This is an optimization exercise on Yosys and OpenROAD, whose aim is small area and a short achievable clock period, not a production implementation.
Only simulation tests tie the RTL to the original design; equivalence was not proved.

==> flow/design.v (outline; a module is shown in full before it is edited, if it fits) <==
// module bf_front: 1212 lines
// module bf_back: 125 lines
// module bf_enc: 10 lines
// module box_axis: 28 lines
// module bbox_raster: 161 lines
module bbox_raster #(
    parameter int SIGFIG     = 24,
    parameter int RADIX      = 10,
    parameter int PIPE_DEPTH = 3
) (
    input  logic                     clk,
    input  logic                     arst_n,
    input  logic [3*SIGFIG-1:0]      tri_x,
    input  logic [3*SIGFIG-1:0]      tri_y,
    input  logic                     tri_valid,
    input  logic                     halt_n,
    input  logic signed [SIGFIG-1:0] screen_x,
    input  logic signed [SIGFIG-1:0] screen_y,
    input  logic [3:0]               msaa_mode,
    output logic [3*SIGFIG-1:0]      out_tri_x,
    output logic [3*SIGFIG-1:0]      out_tri_y,
    output logic signed [SIGFIG-1:0] box_ll_x,
    output logic signed [SIGFIG-1:0] box_ll_y,
    output logic signed [SIGFIG-1:0] box_ur_x,
    output logic signed [SIGFIG-1:0] box_ur_y,
    output logic                     out_valid
);
  // ...
==> flow/flow/run.sh <==
#!/bin/bash
set -euo pipefail
MARGIN=$(cat flow/margin.txt)
KNOBS=(SETUP_SLACK_MARGIN=$MARGIN "BUFFER_PORTS_ARGS=-buffer_cell sky130_fd_sc_hd__buf_2")
RES=orfs/results/$FLOW_PLATFORM/bbox_raster/base
bash standard.sh "${KNOBS[@]}" synth > make_synth.log 2>&1
cp $RES/1_2_yosys.v $RES/1_2_yosys.standard.v
python3 flow/fixpol.py $RES/1_2_yosys.v > fixpol.log 2>&1
rm -f $RES/1_synth.odb $RES/1_synth.sdc
bash standard.sh "${KNOBS[@]}" finish > make_finish.log 2>&1
==> flow/flow/fixpol.py <==
#!/usr/bin/env python3
"""Inverter clean-up around full adders in a flat Yosys netlist.

Synthesis maps the adder tree to sky130 fa cells but often leaves an inverter
between one adder's output and the next adder's input.  A full adder is
self-dual: FA(~a, ~b, ~c) = (~sum, ~cout).  So an adder whose inputs come from
inverters can take the inverters' inputs instead and hand out complemented
outputs; inverters that then sit on its outputs cancel.  This script flips
adders one at a time whenever that removes more inverters than it adds, until
no flip helps.  Registers and everything else are left as they are.

Usage: fixpol.py NETLIST.v   (rewrites the file in place)
"""
import re
import sys

FA = 'sky130_fd_sc_hd__fa_1'
INV = re.compile(r'sky130_fd_sc_hd__(inv|clkinv)_\d+$')

path = sys.argv[1]
text = open(path).read()
m = re.search(r'(module\s+(\w+)\s*\(.*?\);)(.*?)(endmodule)', text, re.S)
head, body = text[:m.start(3)], m.group(3)
tail = text[m.end(3):]

# Split the body into declarations/assigns and cell instances.
inst_re = re.compile(r'^\s*(sky130_fd_sc_hd__\w+)\s+(\S+)\s*\((.*?)\);\s*$', re.S | re.M)
cells = {}
order = []
for im in inst_re.finditer(body):
    ctype, name, pins = im.group(1), im.group(2), im.group(3)
    pm = {}
    for p, n in re.findall(r'\.(\w+)\(([^()]*)\)', pins):
        pm[p] = n.strip()
    cells[name] = [ctype, pm]
    order.append(name)
other = inst_re.sub('', body)
# Nets named in assigns or port declarations are never renamed or freed.
fixed = set()
for a in re.findall(r'assign\s+(.*?);', other, re.S):
    for t in re.findall(r'[\\]?[\w$.\[\]]+', a):
        fixed.add(t.strip())
portnames = set(re.findall(r'(?:input|output|inout)\s+(?:\[[^\]]*\]\s*)?([\w$\\]+)', other))


def is_fixed(n):
    base = n.split('[')[0].strip()
    return n in fixed or base in portnames or n.startswith("1'") or n in fixed


OUTS = ('X', 'Y', 'Q', 'Q_N', 'SUM', 'COUT', 'HI', 'LO')
newid = [0]


def build():
    drv, loads = {}, {}
    for name, (t, pm) in cells.items():
        for p, n in pm.items():
            if p in OUTS:
                drv[n] = (name, p)
            else:
                loads.setdefault(n, []).append((name, p))
    return drv, loads


def inv_of(n, drv):
    """If n is driven by an inverter, that inverter's name and input."""
    d = drv.get(n)
    if d and INV.match(cells[d[0]][0]):
        return d[0], cells[d[0]][1]['A']
    return None


def existing_inv(n, loads):
    for (c, p) in loads.get(n, []):
        if INV.match(cells[c][0]) and not is_fixed(cells[c][1]['Y']):
            return c
    return None


def gain(fa, drv, loads):
    t, pm = cells[fa]
    g = 0
    for p in ('A', 'B', 'CIN'):
        n = pm[p]
        iv = inv_of(n, drv)
        if iv:
            if len(loads.get(n, [])) == 1 and not is_fixed(n):
                g += 1
        elif not existing_inv(n, loads):
            g -= 1
    for p in ('SUM', 'COUT'):
        n = pm[p]
        ls = loads.get(n, [])
        invl = [c for (c, q) in ls if INV.match(cells[c][0]) and not is_fixed(cells[c][1]['Y'])]
        rest = len(ls) - len(invl)
        g += len(invl)
        if rest or is_fixed(n):
            g -= 1
    return g


def fresh():
    newid[0] += 1
    return f'_pol{newid[0]}_'


def flip(fa, drv, loads):
    t, pm = cells[fa]
    for p in ('A', 'B', 'CIN'):
        n = pm[p]
        iv = inv_of(n, drv)
        if iv:
            pm[p] = iv[1]
            if len(loads.get(n, [])) == 1 and not is_fixed(n):
                del cells[iv[0]]
        else:
            e = existing_inv(n, loads)
            if e:
                pm[p] = cells[e][1]['Y']
            else:
                nn, ni = fresh(), fresh()
                cells[ni] = ['sky130_fd_sc_hd__inv_1', {'A': n, 'Y': nn}]
                pm[p] = nn
    for p in ('SUM', 'COUT'):
        n = pm[p]
        ls = loads.get(n, [])
        nn = fresh()
        pm[p] = nn          # now carries ~n
        invl = [c for (c, q) in ls if INV.match(cells[c][0]) and not is_fixed(cells[c][1]['Y'])]
        rest = [(c, q) for (c, q) in ls if c not in invl]
        for c in invl:
            y = cells[c][1]['Y']
            for (c2, q2) in loads.get(y, []):
                if c2 in cells:
                    cells[c2][1][q2] = nn
            del cells[c]
        if rest or is_fixed(n):
            cells[fresh()] = ['sky130_fd_sc_hd__inv_1', {'A': nn, 'Y': n}]


def count_inv():
    return sum(1 for (t, pm) in cells.values() if INV.match(t))


before = count_inv()
changed = True
passes = 0
while changed and passes < 50:
    changed = False
    passes += 1
    drv, loads = build()
    for fa in [c for c in list(cells) if c in cells and cells[c][0] == FA]:
        if fa not in cells:
            continue
        if gain(fa, drv, loads) > 0:
            flip(fa, drv, loads)
            drv, loads = build()
            changed = True
after = count_inv()

# Declare the new nets and write the netlist back.
decl = ''.join(f'  wire {n};\n' for n in sorted(
    {n for (t, pm) in cells.values() for n in pm.values() if n.startswith('_pol')}))
out = []
for name, (t, pm) in cells.items():
    pins = ',\n'.join(f'    .{p}({n}{" " if n.startswith(chr(92)) else ""})' for p, n in pm.items())
    out.append(f'  {t} {name} (\n{pins}\n  );\n')
open(path, 'w').write(head + decl + other + ''.join(out) + tail)
print(f'fixpol: inverters {before} -> {after} in {passes} passes')
==> flow/flow/margin.txt <==
9.8
==> flow/standard.sh <==
#!/bin/bash
# synth_recipe.tcl (not shown) runs the flow's synth.tcl, then flattens the netlist and writes it again
# the make line also repeats each setting of config.mk as NAME=value (left out here)
make -C /OpenROAD-flow-scripts/flow DESIGN_CONFIG=/design/flow/config.mk WORK_HOME=/design/flow/orfs CLKGATE_MAP_FILE= SYNTH_SCRIPT=/design/flow/synth_recipe.tcl "${@:-finish}"
==> flow/config.mk <==
export PLATFORM = sky130hd
export DESIGN_NAME = bbox_raster
export DESIGN_NICKNAME = bbox_raster
export VERILOG_FILES = /design/flow/design.v
export SDC_FILE = /design/flow/constraint.sdc
export NUM_CORES = 4
export LEC_CHECK = 0
export ABC_AREA = 1
export CAP_MARGIN = 20
export CORE_MARGIN = 2
export CORE_UTILIZATION = 40
export CTS_BUF_LIST = sky130_fd_sc_hd__clkbuf_8 sky130_fd_sc_hd__clkbuf_16
export CTS_CLUSTER_DIAMETER = 150
export CTS_CLUSTER_SIZE = 22
export SLEW_MARGIN = 20
==> flow/constraint.sdc <==
create_clock -name core_clock -period 14.0 [get_ports {clk}]
set_input_delay 2.8000 -clock core_clock [delete_from_list [all_inputs] [get_ports {clk}]]
set_output_delay 2.8000 -clock core_clock [all_outputs]
set_load 0.01 [all_outputs]
==> notes.md, run 1 <==
met1 GRT Util=0.343; die height=412 um; crit path cell chain=clkinvlp_4 > o22ai_1 > xor2_1 > fa_1 > fa_1 > fa_1 > fa_1 > inv_1; Multi-input gate area=35500 um^2; Data arrival, critical path=4.74 ns; vias per inst=5.71; area delta synth->final=11.9%; mapped cell area=66700 um^2; diode count=14; Fmax achieved=233 MHz; critical path class=flop to flop; multi-input gate count=4067; GR Util met2=0.398; synthesized netlist cell count=6052; Max Cap Violations=0; Max Used Layer=met5; CTS Hold Bufs=0; Vias=49.3k; Clk pin slew, worst setup/hold paths=0.11 ns; Hold/Removal Path Class=flop to flop; Seq cells=936; crit path max fanout=12; NonClk Buf Share=0.0496; final instance area=74600 um^2; share of layout cells above drive strength 1=0.151; hold-critical path depth=0; commonest non-fill, non-tap cell in the layout=edfxtp_1; Global Route met3 Usage=0.0621; fraction of area in registers=0.377; Total GRT Usage=0.259; setup violators final=0; worst stage delay on the critical path=0.73 ns; status=timing/DRC/antenna clean; Layout Nets=7524; CP endpoint kind=flop; Worst R2R Start=s1_dx21[3]; Buffers, non-clock=594; CTS tree=done
==> inputs of run 2 (changes only) <==
==> flow/flow/margin.txt (replaced) <==
9.9
==> run 2 against run 1 <==
  * Still clean
  * Routed wire length rose by 2.2%
  * Clock-buffer cell count did not move
  * Register-to-register slack improved by 0.13 ns
  * Critical path depth rose by 1
  * Critical endpoint is now s2_bf[54]
==> notes.md, run 2 <==
PortBufs=426; Data arrival, critical path=4.64 ns (-0.10 ns); Clk pin slew, worst setup/hold paths=0.10 ns (about the same); delay-heaviest family, CP=adder cells; GRT overflow=0; slew of the pin with the lowest slew margin=0.996 ns; max reg flops=182; Num CTS Buffers=49; GPL Wtd Cong=0.974; largest net degree at the start of global routing=90; crit path max fanout=12 (unchanged); CTS tree=done; Clock H-tree levels=2; mapped cell area=66700 um^2 (unchanged); status=timing/DRC/antenna clean; Vias=49.7k (+0.80%); # fillers=15.2k; antenna viol nets, final=0; die height=412 um (unchanged); post-layout minimum cycle time=4.17 ns; Total GRT Usage=0.264 (+0.00530); Finished Layout Cells=8693; RSZ-0062 raised after global routing=true; DR WL/cell=26.9 um; global-route wire length before repair=329 mm; yosys warns=2; Core Footprint=165000 um^2; Fmax achieved=240 MHz (+3.1%); Clock Tree Buf Depth=3; commonest non-fill, non-tap cell in the layout=edfxtp_1; setup violators final=0 (unchanged); CP max-delay cell=edfxtp_1; crit path cell chain=clkinvlp_4 > buf_4 > o22ai_1 > xor2_1 > fa_1 > fa_1 > fa_1 > fa_1 > inv_1; Most flops, register=s2_bf; Worst Path Buf+Inv=3; DR pass1 iterations=8; number of core rows=149; CTS Hold Bufs=0 (unchanged); top-level I/O count=441; Layout Nets=7584 (+0.80%); synthesized netlist cell count=6052 (unchanged); Max Clock Skew=0.0366 ns; commonest cells after routing, fill and taps aside=edfxtp_1 (933), nand2_1 (729), xor2_1 (719); CP startpoint kind=flop; Slew Limit Fails=0; crit share post-route=0.298; vias in the first global route=48.9k; Final Hold Viols=0; Max Cap Violations=0 (unchanged); CP endpoint kind=flop; area delta synth->final=13.9%; Die Area=170000 um^2; syn avg cell area=11.0 um^2; vias per inst=5.72 (+0.15%); Initial Utilization=0.404; Die X-Extent=412 um; Cells after DPL=8451; share of layout cells above drive strength 1=0.172 (+0.0209); worst path required time=14.47 ns; Hold/Removal Path Class=flop to flop; drc violations=0; setup tns final=0 ns; max_slew headroom=0.329; clock sink total=936; final wirelength=234 mm; drt first-iter violations=6360; most frequent CP cell=fa_1; initial antenna violation count=18; post-DP HPWL=162 mm; final hold slack=0.399 ns; worst stage delay on the critical path=0.78 ns (+0.05 ns); critical path class=flop to flop; CTS root buffer=clkbuf_16; Clk Latency, worst-skew pair=0.70 ns
run 2: area by class of cell:
| type | instances | area [um^2] | area share |
|---|---|---|---|
| inverter | 749 | 3030 | 0.0399 |
| clock buffer | 49 | 1230 | 0.0161 |
| tap | 2189 | 2740 | 0.0361 |
| timing repair buffer | 644 | 4310 | 0.0567 |
| clock inverter | 18 | 124 | 0.00163 |
| sequential | 936 | 28100 | 0.370 |
| antenna | 10 | 25.0 | 0.000329 |
| multi-input combinational | 4067 | 36200 | 0.476 |
| timing repair inverter | 31 | 233 | 0.00306 |
run 2: path summary, 6_finish.rpt:
check	endpoint	cells after the start	from	slack, ns
worst max-delay path	s2_bf[54]	9	s1_dx21[4]	9.83
worst min-delay path	s2_y[56]	0	s1_y[56]	0.40
worst max register to register	s2_bf[54]	9	s1_dx21[4]	9.83
worst min register to register	s2_y[56]	0	s1_y[56]	0.40
max in group asynchronous	v3	1	arst_n	12.00
min in group asynchronous	v1	1	arst_n	1.88
run 2: timing repair:
item | in CTS | in global routing
pin swaps | 19 | 67
buffers inserted | 40 | 90
gates cloned | 22 | 13
gates resized for setup | 205 | 292
endpoints found under the setup margin | 847 | 541
run 2: per-layer routing:
metal	track usage	vias to the layer above	routed length [um]
li1	-	21359	-
met3	0.0709	816	27100
met4	0.143	8	15800
met2	0.400	3167	102000
met1	0.345	24377	89200
met5	0	-	53
run 2: per-stage QoR:
step | util | area [um^2] | worst slack [ns]
floorplan | - | 66800 | 6.89
global placement | 0.429 | 70900 | 8.27
detailed placement | 0.430 | 71000 | 8.21
CTS | 0.446 | 73700 | 9.80
global route | 0.460 | 76000 | 9.76
finish | 0.460 | 76000 | 9.83

-- re-timing with driven ports --
In the flow no input, the clock included, has a driving cell. The finished layouts below were timed again as built, in two steps.
Step 1 sets driving cells, clkbuf_16 on the clock port and buf_2 on the other inputs (assumed; they add their load-dependent delay and slew).
Step 2 adds t to the input delays and takes it off the output delays; t is the mean of the earliest and latest rising clock arrival at the registers after step 1. Input paths then give back, and output paths get back, about the clock's delay inside the block.
a / b / c = no drivers / after step 1 / after step 2; a / b = the first two.
| run | t (ns) | setup WS [ns] | slew at the worst register clock pin (ns) |
|---|---|---|---|
| run 1 | 0.772 | 9.701 / 9.701 / 9.073 | 0.11 / 0.11 |
| run 2 | 0.771 | 9.831 / 9.792 / 9.135 | 0.10 / 0.10 |
After both steps setup and hold are still met in every run listed. The setup slack of run 2, which loses most, moves by -0.039 ns with the drivers and by -0.696 ns with both steps.
